Source: an optimization exercise on an open RTL-to-GDS flow (aim: small area). Production flows keep margins and buffers that such runs may drop.
Only simulation tests tie the RTL to the original design; equivalence was not proved.
Power and IR drop assume default switching activity.

==> flow/design.v (excerpt) <==
module dcache_controller (
  input  logic          clk_i,
  input  logic          rst_i,
  input  logic          cpu_req_i,
  input  logic          cpu_write_i,
  input  logic [31:0]   cpu_addr_i,
  input  logic [31:0]   cpu_data_i,
  output logic [31:0]   cpu_data_o,
  output logic          cpu_stall_o,
  output logic          mem_enable_o,
  output logic          mem_write_o,
  output logic [31:0]   mem_addr_o,
  output logic [255:0]  mem_data_o,
  input  logic [255:0]  mem_data_i,
  input  logic          mem_ack_i
);
  logic          r_wb;
  logic          r_fill;
  logic [15:0]   r_valid;
  logic [15:0]   r_dirty;
  logic [22:0]   r_tag  [16];
  logic [255:0]  r_data [16];
  logic [22:0]   r_missTag;
  logic [3:0]    r_missIdx;
  logic          w_idle;
  logic [22:0]   w_tag;
  logic [3:0]    w_idx;
  logic [2:0]    w_word;
  logic [3:0]    w_selIdx;
  logic [255:0]  w_line;
  logic [22:0]   w_lineTag;
  logic          w_hit;
  logic          w_missStart;
  logic          w_storeHit;
  logic          w_fillDone;
  logic [255:0]  w_din;
  logic [1:0]    w_unused;
  assign w_idle   = !r_wb && !r_fill;
  assign w_tag    = cpu_addr_i[31:9];
  assign w_idx    = cpu_addr_i[8:5];
  assign w_word   = cpu_addr_i[4:2];
  assign w_unused = cpu_addr_i[1:0];
  assign w_selIdx  = w_idle ? w_idx : r_missIdx;
  logic [15:0]   w_selOh;
  logic [278:0]  w_rowBits [16];
  logic [278:0]  w_readBits;
  always_comb begin
    for (int s = 0; s < 16; s++) begin
      w_selOh[s]   = (w_selIdx == 4'(s));
      w_rowBits[s] = {r_tag[s], r_data[s]};
    end
  end
  for (genvar b = 0; b < 279; b++) begin : g_rd
    logic [15:0] col;
    for (genvar s = 0; s < 16; s++) begin : g_c
      assign col[s] = w_rowBits[s][b];
    end
    dcache_rdmux16 u_mux (.d_i(col), .sel_i(w_selOh), .q_o(w_readBits[b]));
  end
  assign w_line    = w_readBits[255:0];
  assign w_lineTag = w_readBits[278:256];
  ...
clock: 10.0 ns
lec_check: 0
cap_margin: 5
core_margin: 2
core_utilization: 45
cts_buf_list: sky130_fd_sc_hd__clkbuf_8 sky130_fd_sc_hd__clkbuf_16
place_density: 0.6
slew_margin: 5
synth_hierarchical: 1
synth_minimum_keep_size: 0
standard.sh (not shown) runs the stock make flow with config.mk's settings and CLKGATE_MAP_FILE= SYNTH_SCRIPT=/design/flow/synth_recipe.tcl, a recipe that flattens the netlist after the stock synthesis.
==> flow/flow/run.sh <==
#!/bin/bash
# Layout flow: the standard synthesis unchanged, then the standard ORFS steps with
# minimum-size port buffers and larger clock-sink clusters without CTS dummy loads.
set -uo pipefail
bash standard.sh synth > synth.log 2>&1 || exit 1
bash standard.sh \
  "BUFFER_PORTS_ARGS=-buffer_cell sky130_fd_sc_hd__buf_1" \
  "CTS_ARGS=-sink_clustering_enable -repair_clock_nets -dont_use_dummy_load -sink_clustering_size 24 -sink_clustering_max_diameter 60 -buf_list {sky130_fd_sc_hd__clkbuf_8 sky130_fd_sc_hd__clkbuf_16}" \
  finish > layout.log 2>&1 || exit 1
Then changed:
==> flow/flow/run.sh (replaced) <==
#!/bin/bash
# Layout flow: the standard synthesis unchanged, then the standard ORFS steps with
# minimum-size port buffers and clkbuf_8 clock-sink clusters without CTS dummy loads.
set -uo pipefail
bash standard.sh synth > synth.log 2>&1 || exit 1
bash standard.sh \
  "BUFFER_PORTS_ARGS=-buffer_cell sky130_fd_sc_hd__buf_1" \
  "CTS_ARGS=-sink_clustering_enable -repair_clock_nets -dont_use_dummy_load -sink_clustering_size 18 -sink_clustering_max_diameter 50 -buf_list sky130_fd_sc_hd__clkbuf_8" \
  finish > layout.log 2>&1 || exit 1
- CORE_UTILIZATION: 45 -> 55
- CTS_BUF_LIST: sky130_fd_sc_hd__clkbuf_8 sky130_fd_sc_hd__clkbuf_16 -> sky130_fd_sc_hd__clkbuf_8
- PLACE_DENSITY: 0.6 -> 0.68
What happened: The changed run completed without violations; sequential share of layout area rose by 1.4 points; worst hold slack degrades by 11 ps; combinational power goes down by about 1%; worst setup slack improves by 92 ps; global-route usage is higher by 4.9 points; routed wire length came out lower by 5.6%; synthesized cell count stays the same.

## separate check: timing with driven ports
The flow's constraints put no driver on any port. The routed layouts listed below were extracted and timed again, unchanged, in two steps. Step 1: set_driving_cell puts a clkbuf_16 on clk_i and a buf_2 on each other input, an assumption about the parent block. Step 2, shift: input delay + t, output delay - t, t = (earliest + latest rising clock arrival at the registers) / 2. This alone moves slack from input paths to output paths. Three values: no drivers, after step 1, after step 2; two values: the first two.
run	shift t [ns]	setup slack, ns	pins driven straight from the clock port
the first run	1.013	0.409 / 0.379 / 0.358	1
the second run	1.190	0.500 / 0.429 / 0.370	1
After both steps setup and hold are still met in every run listed. For the second run, which loses most, drivers alone change the setup slack by -0.071 ns; drivers and shift together by -0.130 ns.
